Context: an optimization exercise on an open-source flow, tuned for small area, a short achievable clock period and few clock cycles per item. The choices shown serve that exercise and are no tape-out recipe.
Only simulation tests tie the RTL to the original design; equivalence was not proved.
Power is estimated from default activity; no workload was simulated.

// muldiv_seq
module muldiv_seq #(
  parameter int DWIDTH    = 32,
  parameter int FRAC_BITS = 29
) (
  input  logic              clock,
  input  logic              reset,
  input  logic              start,
  input  logic              kill,
  input  logic [2:0]        MDFunc,
  input  logic [DWIDTH-1:0] A,
  input  logic [DWIDTH-1:0] B,
  output logic [DWIDTH-1:0] MDOut,
  output logic              busy,
  output logic              done
);
Size in the first run: ~5400 cells after synthesis, roughly 290 flip-flops, roughly 110 I/O pins, roughly 0.039 sq mm of cells after synthesis.
Settings: LEC_CHECK=0, ABC_AREA=1, CAP_MARGIN=20, CORE_MARGIN=2, CORE_UTILIZATION=40, PLACE_DENSITY=0.6, SLEW_MARGIN=20; clock period 10.0 ns.
standard.sh (not shown) runs the stock make flow with config.mk's settings and CLKGATE_MAP_FILE= SYNTH_SCRIPT=/design/flow/synth_recipe.tcl, a recipe that flattens the netlist after the stock synthesis.
==> flow/flow/run.sh <==
#!/bin/bash
# Standard ORFS layout, with timing repair aimed at a tighter target than the
# 10 ns constraint (the constraint itself is unchanged) and strong port buffers.
set -euo pipefail
bash standard.sh finish \
  "SETUP_SLACK_MARGIN=6.7" \
  "TNS_END_PERCENT=5" \
  "BUFFER_PORTS_ARGS=-buffer_cell sky130_fd_sc_hd__buf_4" \
  > standard_flow.log 2>&1
The starting point went through all stages and came out clean.
Testbench counts at the start, summed over its fixed seeds: cycles 8,442, ops 3,200.
Change:
--- a/flow/flow/run.sh
+++ b/flow/flow/run.sh
@@ -4,6 +4,6 @@
 set -euo pipefail
 bash standard.sh finish \
-  "SETUP_SLACK_MARGIN=6.7" \
-  "TNS_END_PERCENT=5" \
+  "SETUP_SLACK_MARGIN=6.5" \
+  "TNS_END_PERCENT=3" \
   "BUFFER_PORTS_ARGS=-buffer_cell sky130_fd_sc_hd__buf_4" \
   > standard_flow.log 2>&1
- CTS_BUF_LIST: not set -> sky130_fd_sc_hd__clkbuf_4 sky130_fd_sc_hd__clkbuf_8
Outcome:
- The new run finished clean
- die area stays the same
- design area falls by 3.0%
- utilization falls by 1.4 points
- non-clock buffer count falls by 69
- synthesized area stays the same
- final cell count falls by about 0.4%
- power falls by about 1%
- worst hold slack hardly moves
- via count falls by 0.85%
Change:
--- a/flow/flow/run.sh
+++ b/flow/flow/run.sh
@@ -4,6 +4,6 @@
 set -euo pipefail
 bash standard.sh finish \
-  "SETUP_SLACK_MARGIN=6.5" \
-  "TNS_END_PERCENT=3" \
+  "SETUP_SLACK_MARGIN=6.3" \
+  "TNS_END_PERCENT=5" \
   "BUFFER_PORTS_ARGS=-buffer_cell sky130_fd_sc_hd__buf_4" \
   > standard_flow.log 2>&1
The new run completed without violations. Die area does not change. Wire length went up by 2.4%. Power decreases by about 1.1%. Core utilization grows by 0.53 points. Non-clock buffer count went up by 33. Cell area grows by 1.1%. Count of clock-buffer cells in the layout grows by 3.
Change:
--- a/flow/flow/run.sh
+++ b/flow/flow/run.sh
@@ -4,5 +4,5 @@
 set -euo pipefail
 bash standard.sh finish \
-  "SETUP_SLACK_MARGIN=6.3" \
+  "SETUP_SLACK_MARGIN=6.4" \
   "TNS_END_PERCENT=5" \
   "BUFFER_PORTS_ARGS=-buffer_cell sky130_fd_sc_hd__buf_4" \
- CTS_BUF_LIST: sky130_fd_sc_hd__clkbuf_4 sky130_fd_sc_hd__clkbuf_8 -> not set
Via count goes up slightly. Setup slack gets better by 0.058 ns. Register-to-register slack hardly moves. Synthesized cell count does not change. Total power increases slightly. Routed wire length came out higher slightly. Global-route usage fell by 0.23 points.
Change:
- CTS_BUF_LIST: not set -> sky130_fd_sc_hd__clkbuf_4 sky130_fd_sc_hd__clkbuf_8
What happened: Die area is unchanged; via count came out lower by 0.60%; worst setup slack degrades by 0.020 ns; wire length came out lower by 1.1%; first-iteration DRC count came out higher by about 1.2%; clock power came out lower by about 9%; utilization came out lower by 0.73 points; register-to-register slack improves by 0.03 ns.


== alpha ==
Another version of the RTL of muldiv_seq (not shown whole).
Size: ~280 flip-flops.
==> flow/design.v (excerpt) <==
module muldiv_seq #(
  parameter int DWIDTH    = 32,
  parameter int FRAC_BITS = 29
) (
  input  logic              clock,
  input  logic              reset,
  input  logic              start,
  input  logic              kill,
  input  logic [2:0]        MDFunc,
  input  logic [DWIDTH-1:0] A,
  input  logic [DWIDTH-1:0] B,
  output logic [DWIDTH-1:0] MDOut,
  output logic              busy,
  output logic              done
);
Settings: LEC_CHECK=0, ABC_AREA=1, CAP_MARGIN=20, CORE_MARGIN=2, CORE_UTILIZATION=40, PLACE_DENSITY=0.6, SLEW_MARGIN=20; clock period 10.0 ns.
==> flow/flow/run.sh <==
#!/bin/bash
# Standard ORFS layout, with timing repair aimed at a tighter target than the
# 10 ns constraint (the constraint itself is unchanged) and strong port buffers.
set -euo pipefail
bash standard.sh finish \
  "SETUP_SLACK_MARGIN=6.5" \
  "BUFFER_PORTS_ARGS=-buffer_cell sky130_fd_sc_hd__buf_4" \
  > standard_flow.log 2>&1
alpha completed every stage of the flow, and the final layout passed the timing, design-rule and antenna checks.
Testbench counts of alpha, summed over its fixed seeds: cycles 11,851, ops 3,200.
[inputs] beta vs alpha
-- flow/flow/run.sh --
<<< alpha, line 6
  "SETUP_SLACK_MARGIN=6.5" \
>>> beta, line 6
  "SETUP_SLACK_MARGIN=6.2" \
  "TNS_END_PERCENT=1" \
==> run summary <==
beta vs. alpha: share of the cycle needed by the critical path after routing climbed 2.4 points; via count saw a decrease; global-route usage lost 1.1 points; routed wire length went down by 11 mm.
Across both runs, overall power after layout was lower for beta than for alpha.
In the tables for alpha and beta, share of the final layout cell area in sequential cells reads higher with beta.
Cmp alpha and beta / worst setup margin / higher: alpha


job 101:
Another version of the RTL of muldiv_seq (not shown whole).
Size in the first run: ~5400 cells after synthesis, ~110 I/O pins, roughly 38000 um2 of cells after synthesis.
clock: 10.0 ns
lec_check: 0
abc_area: 1
cap_margin: 20
core_margin: 2
core_utilization: 40
place_density: 0.6
slew_margin: 20
==> flow/flow/run.sh <==
#!/bin/bash
# Standard ORFS layout, with timing repair aimed at a tighter target than the
# 10 ns constraint (the constraint itself is unchanged) and strong port buffers.
set -euo pipefail
bash standard.sh finish \
  "SETUP_SLACK_MARGIN=6.5" \
  "TNS_END_PERCENT=5" \
  "BUFFER_PORTS_ARGS=-buffer_cell sky130_fd_sc_hd__buf_4" \
  > standard_flow.log 2>&1
Job 101: PASS, flow complete, no timing, DRC or antenna violations
Testbench counts of job 101, summed over its fixed seeds: cycles 11,851, ops 3,200.
Input-level comparison between job 102 and job 101:
diff --git a/flow/flow/run.sh b/flow/flow/run.sh
--- a/flow/flow/run.sh
+++ b/flow/flow/run.sh
@@ -4,5 +4,5 @@
 set -euo pipefail
 bash standard.sh finish \
-  "SETUP_SLACK_MARGIN=6.5" \
+  "SETUP_SLACK_MARGIN=6.4" \
   "TNS_END_PERCENT=5" \
   "BUFFER_PORTS_ARGS=-buffer_cell sky130_fd_sc_hd__buf_4" \
--- outcome ---
Job 102 completed every stage of the flow, and the final layout passed the timing, design-rule and antenna checks.
NOTE peak supply drop job 101->job 102 increased by a few percent
In job 102, wire length reported by the detailed router is higher than in job 101.
Summary — cell depth of the worst setup path, job 102 relative to job 101: lower, by 2.
Job 102 does worse than job 101 on total non-filler cell area in the finished layout.
On wire length of the first global-routing pass, job 101 and job 102 are neck and neck.
Going from job 101 to job 102, non-clock buffer count picked up an extra 19, post-layout instance count excluding filler cells now sits at about the same level.
The inputs of job 103 differ from those of job 102 as listed below.
# job 102
export LEC_CHECK = 0
export ABC_AREA = 1
export CAP_MARGIN = 20
export CORE_MARGIN = 2
export CORE_UTILIZATION = 40
export PLACE_DENSITY = 0.6
export SLEW_MARGIN = 20
create_clock -name core_clock -period 10.0 [get_ports {clock}]
# job 103
export LEC_CHECK = 0
export ABC_AREA = 1
export CAP_MARGIN = 20
export CORE_MARGIN = 2
export CORE_UTILIZATION = 40
export GPL_TIMING_DRIVEN = 1
export PLACE_DENSITY = 0.6
export SLEW_MARGIN = 20
create_clock -name core_clock -period 10.0 [get_ports {clock}]
diff --git a/flow/flow/run.sh b/flow/flow/run.sh
--- a/flow/flow/run.sh
+++ b/flow/flow/run.sh
@@ -4,5 +4,5 @@
 set -euo pipefail
 bash standard.sh finish \
-  "SETUP_SLACK_MARGIN=6.4" \
+  "SETUP_SLACK_MARGIN=6.5" \
   "TNS_END_PERCENT=5" \
   "BUFFER_PORTS_ARGS=-buffer_cell sky130_fd_sc_hd__buf_4" \
### Flow results
Job 103 closes out successfully: all stages finished, all timing, DRC and antenna checks passed. Synthesized cell area came out exactly the same in job 102 and job 103. There was hardly any difference in global router's overall resource usage between job 102 and job 103. Number of buffers created by CTS: job 102 vs job 103 — no meaningful difference. Post-route total power, job 103 vs job 102: down by a few percent. Job 103 vs job 102, highest-delay cell along the critical path: fa_1 vs fa_2. Job 102 -> job 103: non-filler instance count after layout flat.

==> port drivers added, routing unchanged <==
No port has a modelled driver above. Below, the same layouts with a new extraction and two added sets of constraints.
Step 1, drivers: a clkbuf_16 drives clock and a buf_2 each remaining input, both assumed.
Step 2 also shifts input and output timing later by t, the mid clock arrival at the registers, as if the neighbouring blocks saw the same clock.
a / b / c = ideal ports / drivers / drivers and shift; a / b = the first two.
run | t (ns) | setup slack, ns | slew at the worst register clock pin (ns) | worst data-port slew with drivers (ns) | cell pins on the clock port's net
the first run of note 1 | 0.641 | 5.826 / 5.826 / 5.255 | 0.07 / 0.07 | 0.06 | 1
the second run of note 1 | 0.749 | 5.742 / 5.750 / 5.033 | 0.07 / 0.07 | 0.09 | 1
the third run of note 1 | 0.766 | 5.757 / 5.799 / 5.033 | 0.08 / 0.08 | 0.09 | 1
the fourth run of note 1 | 0.657 | 5.815 / 5.815 / 5.278 | 0.08 / 0.08 | 0.10 | 1
the fifth run of note 1 | 0.762 | 5.795 / 5.844 / 5.083 | 0.08 / 0.08 | 0.10 | 1
alpha | 0.692 | 6.206 / 6.206 / 5.881 | 0.07 / 0.07 | 0.14 | 1
beta | 0.710 | 5.971 / 5.971 / 5.835 | 0.08 / 0.08 | 0.11 | 1
job 101 | 0.639 | 6.153 / 6.153 / 5.715 | 0.07 / 0.07 | 0.05 | 1
job 102 | 0.630 | 6.212 / 6.212 / 5.813 | 0.07 / 0.07 | 0.05 | 1
job 103 | 0.639 | 6.153 / 6.153 / 5.715 | 0.07 / 0.07 | 0.05 | 1
After both steps setup and hold are still met in every run listed. For the third run of note 1, which loses most, drivers alone change the setup slack by +0.042 ns; drivers and shift together by -0.724 ns.
